Source: an optimization exercise on an open RTL-to-GDS flow (aim: small area, a short achievable clock period and few clock cycles per item). Production flows keep margins and buffers that such runs may drop.
Function was checked by simulation only, so behaviour that the tests miss may differ from the original.

==> design/flow/design.v <==
package mips_isa_pkg;
    localparam int xlen = 32;
    localparam int reg_addr_w = 5;
    localparam int opcode_w = 6;
    localparam int funct_w = 6;
    localparam int imm_w = 16;
    localparam int shamt_w = 5;
    localparam int jidx_w = 26;
    localparam logic [xlen-1:0] reset_pc = 32'hbfc0_0000;
    localparam logic [reg_addr_w-1:0] link_reg = 5'd31;
    typedef enum logic [opcode_w-1:0] {
        OP_SPECIAL = 6'h00,
        OP_J       = 6'h02,
        OP_JAL     = 6'h03,
        OP_BEQ     = 6'h04,
        OP_BNE     = 6'h05,
        OP_ADDIU   = 6'h09,
        OP_SLTI    = 6'h0a,
        OP_SLTIU   = 6'h0b,
        OP_ANDI    = 6'h0c,
        OP_ORI     = 6'h0d,
        OP_XORI    = 6'h0e,
        OP_LUI     = 6'h0f,
        OP_LW      = 6'h23,
        OP_SW      = 6'h2b
    } opcode_e;
    typedef enum logic [funct_w-1:0] {
        FN_SLL  = 6'h00,
        FN_SRL  = 6'h02,
        FN_SRA  = 6'h03,
        FN_JR   = 6'h08,
        FN_ADDU = 6'h21,
        FN_SUBU = 6'h23,
        FN_AND  = 6'h24,
        FN_OR   = 6'h25,
        FN_XOR  = 6'h26,
        FN_NOR  = 6'h27,
        FN_SLT  = 6'h2a,
        FN_SLTU = 6'h2b
    } funct_e;
endpackage
package core_uarch_pkg;
    typedef enum logic [2:0] {
        FETCH,
        FETCH_WAIT,
        EXECUTE,
        MEM_WAIT,
        WRITEBACK
    } ctrl_state_e;
    typedef enum logic [3:0] {
        ALU_ADD,
        ALU_SUB,
        ALU_AND,
        ALU_OR,
        ALU_XOR,
        ALU_NOR,
        ALU_SLT,
        ALU_SLTU,
        ALU_SLL,
        ALU_SRL,
        ALU_SRA,
        ALU_LUI
    } alu_op_e;
    typedef enum logic [1:0] {B_RT, B_SIGN_IMM, B_ZERO_IMM} alu_b_sel_e;
    typedef enum logic [1:0] {PC_SEQ, PC_BRANCH, PC_JUMP, PC_REG} pc_sel_e;
    typedef enum logic [1:0] {WB_ALU, WB_MEM, WB_LINK} wb_sel_e;
    localparam logic [1:0] bus_size_word = 2'd2;
    localparam logic [3:0] bus_strb_all = 4'b1111;
endpackage
module reg_file (
    input  logic        clk,
    input  logic [4:0]  raddr1,
    input  logic [4:0]  raddr2,
    input  logic [4:0]  waddr,
    input  logic        we,
    input  logic [31:0] wdata,
    output logic [31:0] rdata1,
    output logic [31:0] rdata2
);
    logic [31:0] regs [32];
    always_ff @(posedge clk) begin
        if (we) begin
            regs[waddr] <= wdata;
        end
    end
    assign rdata1 = (raddr1 == 5'd0) ? 32'h0000_0000 : regs[raddr1];
    assign rdata2 = (raddr2 == 5'd0) ? 32'h0000_0000 : regs[raddr2];
endmodule
module alu (
    input  logic                       [31:0] rs_data,
    input  logic                       [31:0] rt_data,
    input  logic                       [15:0] imm16,
    input  logic                       [4:0]  shamt,
    input  core_uarch_pkg::alu_op_e           op,
    input  core_uarch_pkg::alu_b_sel_e        b_sel,
    output logic                       [31:0] result,
    output logic                              zero
);
    logic [31:0] b;
    always_comb begin
        case (b_sel)
            core_uarch_pkg::B_SIGN_IMM: b = {{16{imm16[15]}}, imm16};
            core_uarch_pkg::B_ZERO_IMM: b = {16'h0000, imm16};
            default: b = rt_data;
        endcase
    end
    always_comb begin
        case (op)
            core_uarch_pkg::ALU_ADD: result = rs_data + b;
            core_uarch_pkg::ALU_SUB: result = rs_data - b;
            core_uarch_pkg::ALU_AND: result = rs_data & b;
            core_uarch_pkg::ALU_OR: result = rs_data | b;
            core_uarch_pkg::ALU_XOR: result = rs_data ^ b;
            core_uarch_pkg::ALU_NOR: result = ~(rs_data | b);
            core_uarch_pkg::ALU_SLT: result = {31'd0, $signed(rs_data) < $signed(b)};
            core_uarch_pkg::ALU_SLTU: result = {31'd0, rs_data < b};
            core_uarch_pkg::ALU_SLL: result = b << shamt;
            core_uarch_pkg::ALU_SRL: result = b >> shamt;
            core_uarch_pkg::ALU_SRA: result = $unsigned($signed(b) >>> shamt);
            core_uarch_pkg::ALU_LUI: result = {b[15:0], 16'h0000};
            default: result = 32'h0000_0000;
        endcase
    end
    assign zero = (result == 32'h0000_0000);
endmodule
module sram_master (
    input  logic        clk,
    input  logic        arst_n,
    input  logic        start,
    input  logic        wr,
    input  logic [31:0] addr,
    input  logic [31:0] wdata,
    output logic        sram_req,
    output logic        sram_wr,
    output logic [3:0]  sram_wstrb,
    output logic [31:0] sram_addr,
    output logic [31:0] sram_wdata,
    input  logic        addr_ok,
    input  logic        data_ok,
    input  logic [31:0] sram_rdata,
    output logic        done,
    output logic [31:0] rdata
);
    logic waiting;
    logic [31:0] phys_addr;
    assign phys_addr = (addr[31:30] == 2'b10) ? {3'b000, addr[28:0]} : addr;
    always_ff @(posedge clk or negedge arst_n) begin
        if (!arst_n) begin
            sram_req <= 1'b0;
            sram_wr <= 1'b0;
            waiting <= 1'b0;
            done <= 1'b0;
        end else begin
            done <= waiting && data_ok;
            if (start) begin
                sram_req <= 1'b1;
                sram_wr <= wr;
            end else if (sram_req && addr_ok) begin
                sram_req <= 1'b0;
                waiting <= 1'b1;
            end
            if (waiting && data_ok) begin
                waiting <= 1'b0;
            end
        end
    end
    always_ff @(posedge clk) begin
        if (start) begin
            sram_addr <= phys_addr;
            sram_wdata <= wdata;
        end
        if (waiting && data_ok) begin
            rdata <= sram_rdata;
        end
    end
    assign sram_wstrb = sram_wr ? core_uarch_pkg::bus_strb_all : 4'b0000;
endmodule
module pc_unit (
    input  logic                              clk,
    input  logic                              arst_n,
    input  logic                              load,
    input  core_uarch_pkg::pc_sel_e           sel,
    input  logic [mips_isa_pkg::imm_w-1:0]    imm16,
    input  logic [mips_isa_pkg::jidx_w-1:0]   jidx,
    input  logic [mips_isa_pkg::xlen-1:0]     rs_data,
    output logic [mips_isa_pkg::xlen-1:0]     pc,
    output logic [mips_isa_pkg::xlen-1:0]     pc_plus4
);
    logic [mips_isa_pkg::xlen-1:0] branch_target;
    logic [mips_isa_pkg::xlen-1:0] jump_target;
    logic [mips_isa_pkg::xlen-1:0] pc_next;
    assign pc_plus4 = pc + 32'd4;
    assign branch_target = pc_plus4 + {{14{imm16[15]}}, imm16, 2'b00};
    assign jump_target = {pc_plus4[31:28], jidx, 2'b00};
    always_comb begin
        case (sel)
            core_uarch_pkg::PC_BRANCH: pc_next = branch_target;
            core_uarch_pkg::PC_JUMP: pc_next = jump_target;
            core_uarch_pkg::PC_REG: pc_next = rs_data;
            default: pc_next = pc_plus4;
        endcase
    end
    always_ff @(posedge clk or negedge arst_n) begin
        if (!arst_n) begin
            pc <= mips_isa_pkg::reset_pc;
        end else if (load) begin
            pc <= pc_next;
        end
    end
endmodule
module core_ctrl (
    input  logic                                clk,
    input  logic                                arst_n,
    input  logic [mips_isa_pkg::xlen-1:0]       inst_rdata,
    input  logic                                inst_done,
    input  logic                                data_done,
    input  logic                                alu_zero,
    output logic                                inst_start,
    output logic                                data_start,
    output logic                                data_wr,
    output logic [mips_isa_pkg::reg_addr_w-1:0] rs,
    output logic [mips_isa_pkg::reg_addr_w-1:0] rt,
    output logic [mips_isa_pkg::reg_addr_w-1:0] waddr,
    output logic [mips_isa_pkg::imm_w-1:0]      imm16,
    output logic [mips_isa_pkg::shamt_w-1:0]    shamt,
    output logic [mips_isa_pkg::jidx_w-1:0]     jidx,
    output core_uarch_pkg::alu_op_e             alu_op,
    output core_uarch_pkg::alu_b_sel_e          alu_b_sel,
    output core_uarch_pkg::wb_sel_e             wb_sel,
    output core_uarch_pkg::pc_sel_e             pc_sel,
    output logic                                pc_load,
    output logic                                rf_we
);
    core_uarch_pkg::ctrl_state_e state;
    core_uarch_pkg::ctrl_state_e state_next;
    logic [mips_isa_pkg::xlen-1:0] ir;
    mips_isa_pkg::opcode_e opcode;
    mips_isa_pkg::funct_e funct;
    logic [mips_isa_pkg::reg_addr_w-1:0] rd;
    logic writes;
    logic dest_rd;
    logic dest_link;
    logic is_mem;
    logic is_store;
    assign opcode = mips_isa_pkg::opcode_e'(ir[31:26]);
    assign rs = ir[25:21];
    assign rt = ir[20:16];
    assign rd = ir[15:11];
    assign shamt = ir[10:6];
    assign funct = mips_isa_pkg::funct_e'(ir[5:0]);
    assign imm16 = ir[15:0];
    assign jidx = ir[25:0];
    always_ff @(posedge clk or negedge arst_n) begin
        if (!arst_n) begin
            state <= core_uarch_pkg::FETCH;
        end else begin
            state <= state_next;
        end
    end
    always_comb begin
        state_next = state;
        case (state)
            core_uarch_pkg::FETCH: state_next = core_uarch_pkg::FETCH_WAIT;
            core_uarch_pkg::FETCH_WAIT: if (inst_done) state_next = core_uarch_pkg::EXECUTE;
            core_uarch_pkg::EXECUTE: state_next = is_mem ? core_uarch_pkg::MEM_WAIT : core_uarch_pkg::WRITEBACK;
            core_uarch_pkg::MEM_WAIT: if (data_done) state_next = core_uarch_pkg::WRITEBACK;
            core_uarch_pkg::WRITEBACK: state_next = core_uarch_pkg::FETCH;
            default: state_next = core_uarch_pkg::FETCH;
        endcase
    end
    always_ff @(posedge clk) begin
        if (state == core_uarch_pkg::FETCH_WAIT && inst_done) begin
            ir <= inst_rdata;
        end
    end
    always_comb begin
        alu_op = core_uarch_pkg::ALU_ADD;
        alu_b_sel = core_uarch_pkg::B_RT;
        wb_sel = core_uarch_pkg::WB_ALU;
        pc_sel = core_uarch_pkg::PC_SEQ;
        writes = 1'b0;
        dest_rd = 1'b0;
        dest_link = 1'b0;
        is_mem = 1'b0;
        is_store = 1'b0;
        case (opcode)
            mips_isa_pkg::OP_SPECIAL: begin
                dest_rd = 1'b1;
                writes = 1'b1;
                case (funct)
                    mips_isa_pkg::FN_ADDU: alu_op = core_uarch_pkg::ALU_ADD;
                    mips_isa_pkg::FN_SUBU: alu_op = core_uarch_pkg::ALU_SUB;
                    mips_isa_pkg::FN_AND: alu_op = core_uarch_pkg::ALU_AND;
                    mips_isa_pkg::FN_OR: alu_op = core_uarch_pkg::ALU_OR;
                    mips_isa_pkg::FN_XOR: alu_op = core_uarch_pkg::ALU_XOR;
                    mips_isa_pkg::FN_NOR: alu_op = core_uarch_pkg::ALU_NOR;
                    mips_isa_pkg::FN_SLT: alu_op = core_uarch_pkg::ALU_SLT;
                    mips_isa_pkg::FN_SLTU: alu_op = core_uarch_pkg::ALU_SLTU;
                    mips_isa_pkg::FN_SLL: alu_op = core_uarch_pkg::ALU_SLL;
                    mips_isa_pkg::FN_SRL: alu_op = core_uarch_pkg::ALU_SRL;
                    mips_isa_pkg::FN_SRA: alu_op = core_uarch_pkg::ALU_SRA;
                    mips_isa_pkg::FN_JR: begin
                        writes = 1'b0;
                        pc_sel = core_uarch_pkg::PC_REG;
                    end
                    default: writes = 1'b0;
                endcase
            end
            mips_isa_pkg::OP_ADDIU: begin
                alu_b_sel = core_uarch_pkg::B_SIGN_IMM;
                writes = 1'b1;
            end
            mips_isa_pkg::OP_SLTI: begin
                alu_op = core_uarch_pkg::ALU_SLT;
                alu_b_sel = core_uarch_pkg::B_SIGN_IMM;
                writes = 1'b1;
            end
            mips_isa_pkg::OP_SLTIU: begin
                alu_op = core_uarch_pkg::ALU_SLTU;
                alu_b_sel = core_uarch_pkg::B_SIGN_IMM;
                writes = 1'b1;
            end
            mips_isa_pkg::OP_ANDI: begin
                alu_op = core_uarch_pkg::ALU_AND;
                alu_b_sel = core_uarch_pkg::B_ZERO_IMM;
                writes = 1'b1;
            end
            mips_isa_pkg::OP_ORI: begin
                alu_op = core_uarch_pkg::ALU_OR;
                alu_b_sel = core_uarch_pkg::B_ZERO_IMM;
                writes = 1'b1;
            end
            mips_isa_pkg::OP_XORI: begin
                alu_op = core_uarch_pkg::ALU_XOR;
                alu_b_sel = core_uarch_pkg::B_ZERO_IMM;
                writes = 1'b1;
            end
            mips_isa_pkg::OP_LUI: begin
                alu_op = core_uarch_pkg::ALU_LUI;
                alu_b_sel = core_uarch_pkg::B_ZERO_IMM;
                writes = 1'b1;
            end
            mips_isa_pkg::OP_LW: begin
                alu_b_sel = core_uarch_pkg::B_SIGN_IMM;
                wb_sel = core_uarch_pkg::WB_MEM;
                writes = 1'b1;
                is_mem = 1'b1;
            end
            mips_isa_pkg::OP_SW: begin
                alu_b_sel = core_uarch_pkg::B_SIGN_IMM;
                is_mem = 1'b1;
                is_store = 1'b1;
            end
            mips_isa_pkg::OP_BEQ: begin
                alu_op = core_uarch_pkg::ALU_SUB;
                if (alu_zero) pc_sel = core_uarch_pkg::PC_BRANCH;
            end
            mips_isa_pkg::OP_BNE: begin
                alu_op = core_uarch_pkg::ALU_SUB;
                if (!alu_zero) pc_sel = core_uarch_pkg::PC_BRANCH;
            end
            mips_isa_pkg::OP_J: pc_sel = core_uarch_pkg::PC_JUMP;
            mips_isa_pkg::OP_JAL: begin
                pc_sel = core_uarch_pkg::PC_JUMP;
                wb_sel = core_uarch_pkg::WB_LINK;
                writes = 1'b1;
                dest_link = 1'b1;
            end
            default: ;
        endcase
    end
    assign waddr = dest_link ? mips_isa_pkg::link_reg : (dest_rd ? rd : rt);
    assign inst_start = (state == core_uarch_pkg::FETCH);
    assign data_start = (state == core_uarch_pkg::EXECUTE) && is_mem;
    assign data_wr = is_store;
    assign pc_load = (state == core_uarch_pkg::WRITEBACK);
    assign rf_we = (state == core_uarch_pkg::WRITEBACK) && writes && (waddr != '0);
endmodule
module mycpu_top (
    input  logic                            clk,
    input  logic                            arst_n,
    output logic                            inst_sram_req,
    output logic                            inst_sram_wr,
    output logic [1:0]                      inst_sram_size,
    output logic [3:0]                      inst_sram_wstrb,
    output logic [mips_isa_pkg::xlen-1:0]   inst_sram_addr,
    output logic [mips_isa_pkg::xlen-1:0]   inst_sram_wdata,
    input  logic                            inst_sram_addr_ok,
    input  logic                            inst_sram_data_ok,
    input  logic [mips_isa_pkg::xlen-1:0]   inst_sram_rdata,
    output logic                            data_sram_req,
    output logic                            data_sram_wr,
    output logic [1:0]                      data_sram_size,
    output logic [3:0]                      data_sram_wstrb,
    output logic [mips_isa_pkg::xlen-1:0]   data_sram_addr,
    output logic [mips_isa_pkg::xlen-1:0]   data_sram_wdata,
    input  logic                            data_sram_addr_ok,
    input  logic                            data_sram_data_ok,
    input  logic [mips_isa_pkg::xlen-1:0]   data_sram_rdata,
    output logic [mips_isa_pkg::xlen-1:0]   debug_wb_pc,
    output logic [3:0]                      debug_wb_rf_wen,
    output logic [4:0]                      debug_wb_rf_wnum,
    output logic [mips_isa_pkg::xlen-1:0]   debug_wb_rf_wdata
);
    logic inst_start;
    logic inst_done;
    logic data_start;
    logic data_done;
    logic data_wr;
    logic [mips_isa_pkg::xlen-1:0] inst_rdata;
    logic [mips_isa_pkg::xlen-1:0] data_rdata;
    logic [mips_isa_pkg::reg_addr_w-1:0] rs;
    logic [mips_isa_pkg::reg_addr_w-1:0] rt;
    logic [mips_isa_pkg::reg_addr_w-1:0] waddr;
    logic [mips_isa_pkg::imm_w-1:0] imm16;
    logic [mips_isa_pkg::shamt_w-1:0] shamt;
    logic [mips_isa_pkg::jidx_w-1:0] jidx;
    core_uarch_pkg::alu_op_e alu_op;
    core_uarch_pkg::alu_b_sel_e alu_b_sel;
    core_uarch_pkg::wb_sel_e wb_sel;
    core_uarch_pkg::pc_sel_e pc_sel;
    logic pc_load;
    logic rf_we;
    logic [mips_isa_pkg::xlen-1:0] rs_data;
    logic [mips_isa_pkg::xlen-1:0] rt_data;
    logic [mips_isa_pkg::xlen-1:0] alu_result;
    logic alu_zero;
    logic [mips_isa_pkg::xlen-1:0] pc;
    logic [mips_isa_pkg::xlen-1:0] pc_plus4;
    logic [mips_isa_pkg::xlen-1:0] wb_data;
    core_ctrl ctrl_i (
        .clk(clk), .arst_n(arst_n),
        .inst_rdata(inst_rdata), .inst_done(inst_done), .data_done(data_done),
        .alu_zero(alu_zero),
        .inst_start(inst_start), .data_start(data_start), .data_wr(data_wr),
        .rs(rs), .rt(rt), .waddr(waddr),
        .imm16(imm16), .shamt(shamt), .jidx(jidx),
        .alu_op(alu_op), .alu_b_sel(alu_b_sel), .wb_sel(wb_sel), .pc_sel(pc_sel),
        .pc_load(pc_load), .rf_we(rf_we)
    );
    reg_file rf_i (
        .clk(clk), .raddr1(rs), .raddr2(rt), .waddr(waddr),
        .we(rf_we), .wdata(wb_data), .rdata1(rs_data), .rdata2(rt_data)
    );
    alu alu_i (
        .rs_data(rs_data), .rt_data(rt_data), .imm16(imm16), .shamt(shamt),
        .op(alu_op), .b_sel(alu_b_sel), .result(alu_result), .zero(alu_zero)
    );
    pc_unit pc_i (
        .clk(clk), .arst_n(arst_n), .load(pc_load), .sel(pc_sel),
        .imm16(imm16), .jidx(jidx), .rs_data(rs_data),
        .pc(pc), .pc_plus4(pc_plus4)
    );
    sram_master inst_master_i (
        .clk(clk), .arst_n(arst_n),
        .start(inst_start), .wr(1'b0), .addr(pc), .wdata('0),
        .sram_req(inst_sram_req), .sram_wr(inst_sram_wr), .sram_wstrb(inst_sram_wstrb),
        .sram_addr(inst_sram_addr), .sram_wdata(inst_sram_wdata),
        .addr_ok(inst_sram_addr_ok), .data_ok(inst_sram_data_ok),
        .sram_rdata(inst_sram_rdata), .done(inst_done), .rdata(inst_rdata)
    );
    sram_master data_master_i (
        .clk(clk), .arst_n(arst_n),
        .start(data_start), .wr(data_wr), .addr(alu_result), .wdata(rt_data),
        .sram_req(data_sram_req), .sram_wr(data_sram_wr), .sram_wstrb(data_sram_wstrb),
        .sram_addr(data_sram_addr), .sram_wdata(data_sram_wdata),
        .addr_ok(data_sram_addr_ok), .data_ok(data_sram_data_ok),
        .sram_rdata(data_sram_rdata), .done(data_done), .rdata(data_rdata)
    );
    assign inst_sram_size = core_uarch_pkg::bus_size_word;
    assign data_sram_size = core_uarch_pkg::bus_size_word;
    always_comb begin
        case (wb_sel)
            core_uarch_pkg::WB_MEM: wb_data = data_rdata;
            core_uarch_pkg::WB_LINK: wb_data = pc_plus4;
            default: wb_data = alu_result;
        endcase
    end
    assign debug_wb_pc = pc;
    assign debug_wb_rf_wen = {4{rf_we}};
    assign debug_wb_rf_wnum = waddr;
    assign debug_wb_rf_wdata = wb_data;
endmodule
==> design/flow/run.sh <==
#!/bin/bash
# synth_recipe.tcl (not shown) runs the flow's synth.tcl, then flattens the netlist and writes it again
# the make line also repeats each setting of config.mk as NAME=value (left out here)
make -C /OpenROAD-flow-scripts/flow DESIGN_CONFIG=/design/flow/config.mk WORK_HOME=/design/flow/orfs CLKGATE_MAP_FILE= SYNTH_SCRIPT=/design/flow/synth_recipe.tcl finish
==> design/flow/config.mk <==
export PLATFORM = sky130hd
export DESIGN_NAME = mycpu_top
export DESIGN_NICKNAME = mycpu_top
export VERILOG_FILES = /design/flow/design.v
export SDC_FILE = /design/flow/constraint.sdc
export NUM_CORES = 4
export LEC_CHECK = 0
export CAP_MARGIN = 20
export CORE_MARGIN = 2
export CORE_UTILIZATION = 40
export SLEW_MARGIN = 20
==> design/flow/constraint.sdc <==
create_clock -name core_clock -period 12.0 [get_ports {clk}]
set_input_delay 2.4000 -clock core_clock [delete_from_list [all_inputs] [get_ports {clk}]]
set_output_delay 2.4000 -clock core_clock [all_outputs]
set_load 0.01 [all_outputs]
==> flow_summary.json <==
{
  "clk_pin_slew_worst_paths_ps": 60,
  "start_util": 0.403,
  "fin_util": 0.462,
  "cpPeakStageDelay_ps": 930,
  "critPathMaxFanout": 82,
  "layout_common_cells": "edfxtp_1 (1,216), mux2i_1 (566), mux4_2 (333)",
  "status": "complete, no violations",
  "fp.dieArea_sq_mm": 0.179,
  "cts_buffer_depth": 3,
  "boundaryPins": 287,
  "grt_pass1_vias": 50700,
  "cts_tree": "built",
  "dr_total_vias": 52900,
  "critical_path.cell_chain": "buf_12 -> mux2i_1 -> a22oi_1 -> a21oi_1 -> nor4_2 -> a21boi_2 -> ha_1 -> inv_1 -> o311a_1 -> o41ai_1 -> a2111o_1 -> and2_1 -> o211a_1 -> o21ai_0 -> a31oi_1 -> a21oi_1 -> o211ai_1 -> a311o_1 -> inv_1 -> a21oi_2 -> clkdlybuf4s50_1",
  "synth.distinct_cells": 111,
  "ys_seq_area_frac": 0.539,
  "maxSlewViolCount": 0,
  "hold_ws_ps": 422,
  "wl_per_cell_um": 36.0,
  "firstDrtPassIters": 9,
  "remaining_drc_errors": 0,
  "path_buf_inv": 4,
  "finalSetupViolCount": 0,
  "crit_path_end_kind": "output port",
  "ys.flop_type": "edfxtp_1",
  "peakVddDrop_mv": 0.176,
  "finalPower_mw": 19.9,
  "nets": 5681,
  "routabilityCongestion": 1.04,
  "yosys_warnings": 6,
  "cts_made_buffers": 139,
  "p_per_area_mw_per_mm2": 248,
  "cts-root-buf": "clkbuf_16",
  "worst_pin_slew_ps": 1360,
  "final-instance-count-excl-fill": 7916,
  "postSynthCellCount": 5202,
  "required_ps": 9600,
  "fin_crit_sh": 0.961,
  "fp.dieH_um": 423,
  "synth-edff-count": 1216,
  "post_cts_buffers": 0,
  "antenna_found_initial": 9,
  "placedCellCount": 7658,
  "maxSlewHeadroom": 0.0901,
  "fillers": 15400,
  "ctsResizeCount": 0,
  "drt-total-wl_um": 285000,
  "fin_tns_setup_ps": 0,
  "crit_family": "compound AO/OA/AOI/OAI gates",
  "drive_gt1_frac": 0.180,
  "dp_hpwl_um": 186000,
  "via_per_inst": 6.68,
  "drtIter0Drc": 7711,
  "groute.usage.overall": 0.311,
  "finalCriticalPeriod_ps": 11530,
  "avgSynthCellArea_sq_um": 13.5,
  "start_kind": "flip-flop",
  "fmax_mhz": 86.7,
  "hold_viol_final": 0,
  "leakage_nw": 28.0,
  "maxCapViolCount": 0,
  "critical_path_arrival_ps": 9130,
  "area_delta_synth_final_pct": 14.8,
  "num_rows": 153,
  "h-tree-depth": 4,
  "synth_seq_cells": 1268,
  "skew_ps": 47.6,
  "fp.dieW_um": 423,
  "port_buffers": 245,
  "grt_pass1_wl_um": 394000,
  "synthArstFlopShare": 0.0331,
  "path_class": "reg -> out",
  "final_common_cell": "edfxtp_1",
  "postRouteAntennaNets": 0,
  "core_sq_mm": 0.174,
  "ctsHoldBuffers": 0,
  "overflow": 0,
  "grt_max_degree": 83,
  "clk_latency_ps": 810,
  "tritoncts_num_sinks": 1268,
  "rsz0062_at_grt": "no",
  "hp-class": "reg -> reg",
  "crit_path_top_delay_cell": "nor4_2",
  "syn_area_sq_mm": 0.0701
}
==> registers in the layout (all words and copies together), names as in the netlist, named ones only <==
| signal | count |
|---|---|
| inst_master_i.sram_addr | 32 |
| rf_i.regs | 1024 |
| inst_master_i.waiting | 1 |
| data_master_i.sram_wr | 1 |
| data_master_i.done | 1 |
| pc_i.pc | 32 |
| inst_master_i.done | 1 |
| inst_master_i.sram_req | 1 |
| data_master_i.sram_addr | 32 |
| data_master_i.sram_wdata | 32 |
| ctrl_i.state | 3 |
| data_master_i.waiting | 1 |
| data_master_i.rdata | 32 |
| inst_master_i.rdata | 32 |
| data_master_i.sram_req | 1 |
| ctrl_i.ir | 32 |
==> area by class of cell <==
class	count	area [sq um]	share of cell area
sequential	1268	37800	0.470
multi-input combinational	3451	30400	0.378
clock buffer	177	3680	0.0458
antenna	4	10.0	0.000124
inverter	119	448	0.00557
timing repair buffer	495	4500	0.0559
clock inverter	77	718	0.00893
tap	2325	2910	0.0362
==> logic make-up after synthesis <==
kind of cell	count (synthesis)	share of synthesized area
AOI/OAI and AO/OA	1352	0.134
xor gates and xnor gates	50	0.00625
adders and majority gates	137	0.0248
buffers and inverters	554	0.0398
DFF	1268	0.539
muxes	931	0.193
other	2	0.000107
and+or+nand+nor	908	0.0625
==> worst reg2reg max path, cell delays in order, from the launching register on <==
cell and delay [ps]:
dfxtp_4 740, buf_12 540, mux2i_1 350, a22oi_1 170, a21oi_1 120, nor4_2 930, a21boi_2 410, ha_1 540
inv_1 130, o311a_1 150, o41ai_1 740, a21oi_1 260, a221o_1 390, nand2_1 60, o21ai_0 100, a211oi_1 740
o211ai_1 670, nor3_1 300, and4b_1 270, nand3_2 150, or3_1 570, and2_4 350, a221oi_1 430, a221oi_1 130
==> per-stage QoR <==
step | cell area [sq um] | worst slack [ps]
after global routing | 80400 | 148
after global placement | 76000 | 1570
final | 80400 | 468
after floorplan | 70300 | 2360
after CTS | 80400 | 721
after detailed placement | 76000 | 1600
==> report_power, final <==
part           internal [mW]  switching [mW]
clock                   2.37            1.82
combinational           2.69            6.25
sequential              6.65           0.171
==> synthesized netlist by cell type, types with 29 or more instances <==
library cell,number,area (sq um)
inv_1,115,432
a21oi_1,306,1530
nor4_1,35,219
mux2i_1,568,5690
edfxtp_1,1216,36500
ha_1,134,1680
mux4_2,333,7500
buf_4,67,503
a31oi_1,30,188
a22oi_1,326,2450
nand3_1,74,370
o22ai_1,39,244
mux2_2,29,327
a221oi_1,67,587
clkbuf_1,231,867
nor3_1,73,365
o21ai_0,170,851
buf_1,48,180
buf_2,36,180
nor2_1,261,980
o211ai_1,43,323
nor2b_1,46,288
nand2_1,248,931
dfrtp_1,33,826
a211oi_1,52,390
buf_6,47,529
xnor2_1,35,307
==> path summary, 6_finish.rpt <==
path	startpoint	to	slack [ps]	cells past startpoint
max	flip-flop	debug_wb_rf_wdata[30]	470	21
min	inst_master_i.rdata[6]	ctrl_i.ir[6]	420	0
max reg2reg	flip-flop	pc_i.pc[2]	2650	23
min reg2reg	inst_master_i.rdata[6]	ctrl_i.ir[6]	420	0
max in group asynchronous	arst_n	pc_i.pc[3]	9940	1
min in group asynchronous	arst_n	pc_i.pc[21]	1620	1
==> layer usage <==
layer,up-vias,GRT usage,part of all wire
met3,789,0.0734,0.11
met1,27100,0.401,0.38
li1,21500,-,-
met2,3532,0.479,0.45
met5,-,0,0.00012
met4,6,0.181,0.068
Testbench counts, summed over its fixed seeds: cycles 100,894, instructions 14,798.

[afterwards: timing with drivers on the ports]
No port has a modelled driver above. Below, the same layout with a new extraction and two added sets of constraints. Step 1 (the two cells are an assumption about what drives the block):
set clk [get_ports {clk}]
set_driving_cell -lib_cell sky130_fd_sc_hd__clkbuf_16 $clk
set_driving_cell -lib_cell sky130_fd_sc_hd__buf_2 [delete_from_list [all_inputs] $clk]
Step 2 also shifts input and output timing later by t, the mid clock arrival at the registers, as if the neighbouring blocks saw the same clock. Slacks: no drivers / after step 1 / after step 2; pairs: no drivers / after step 1.
t (ns): 0.877
slack for setup (ns): 0.468 / 0.381 / 1.258
worst register clock-pin slew, ns: 0.07 / 0.07
worst data-port slew with drivers (ns): 0.09
cell pins on the clock port's net: 1
After both steps setup and hold are still met in this run. For this run, drivers alone change the setup slack by -0.087 ns; drivers and shift together by +0.790 ns.
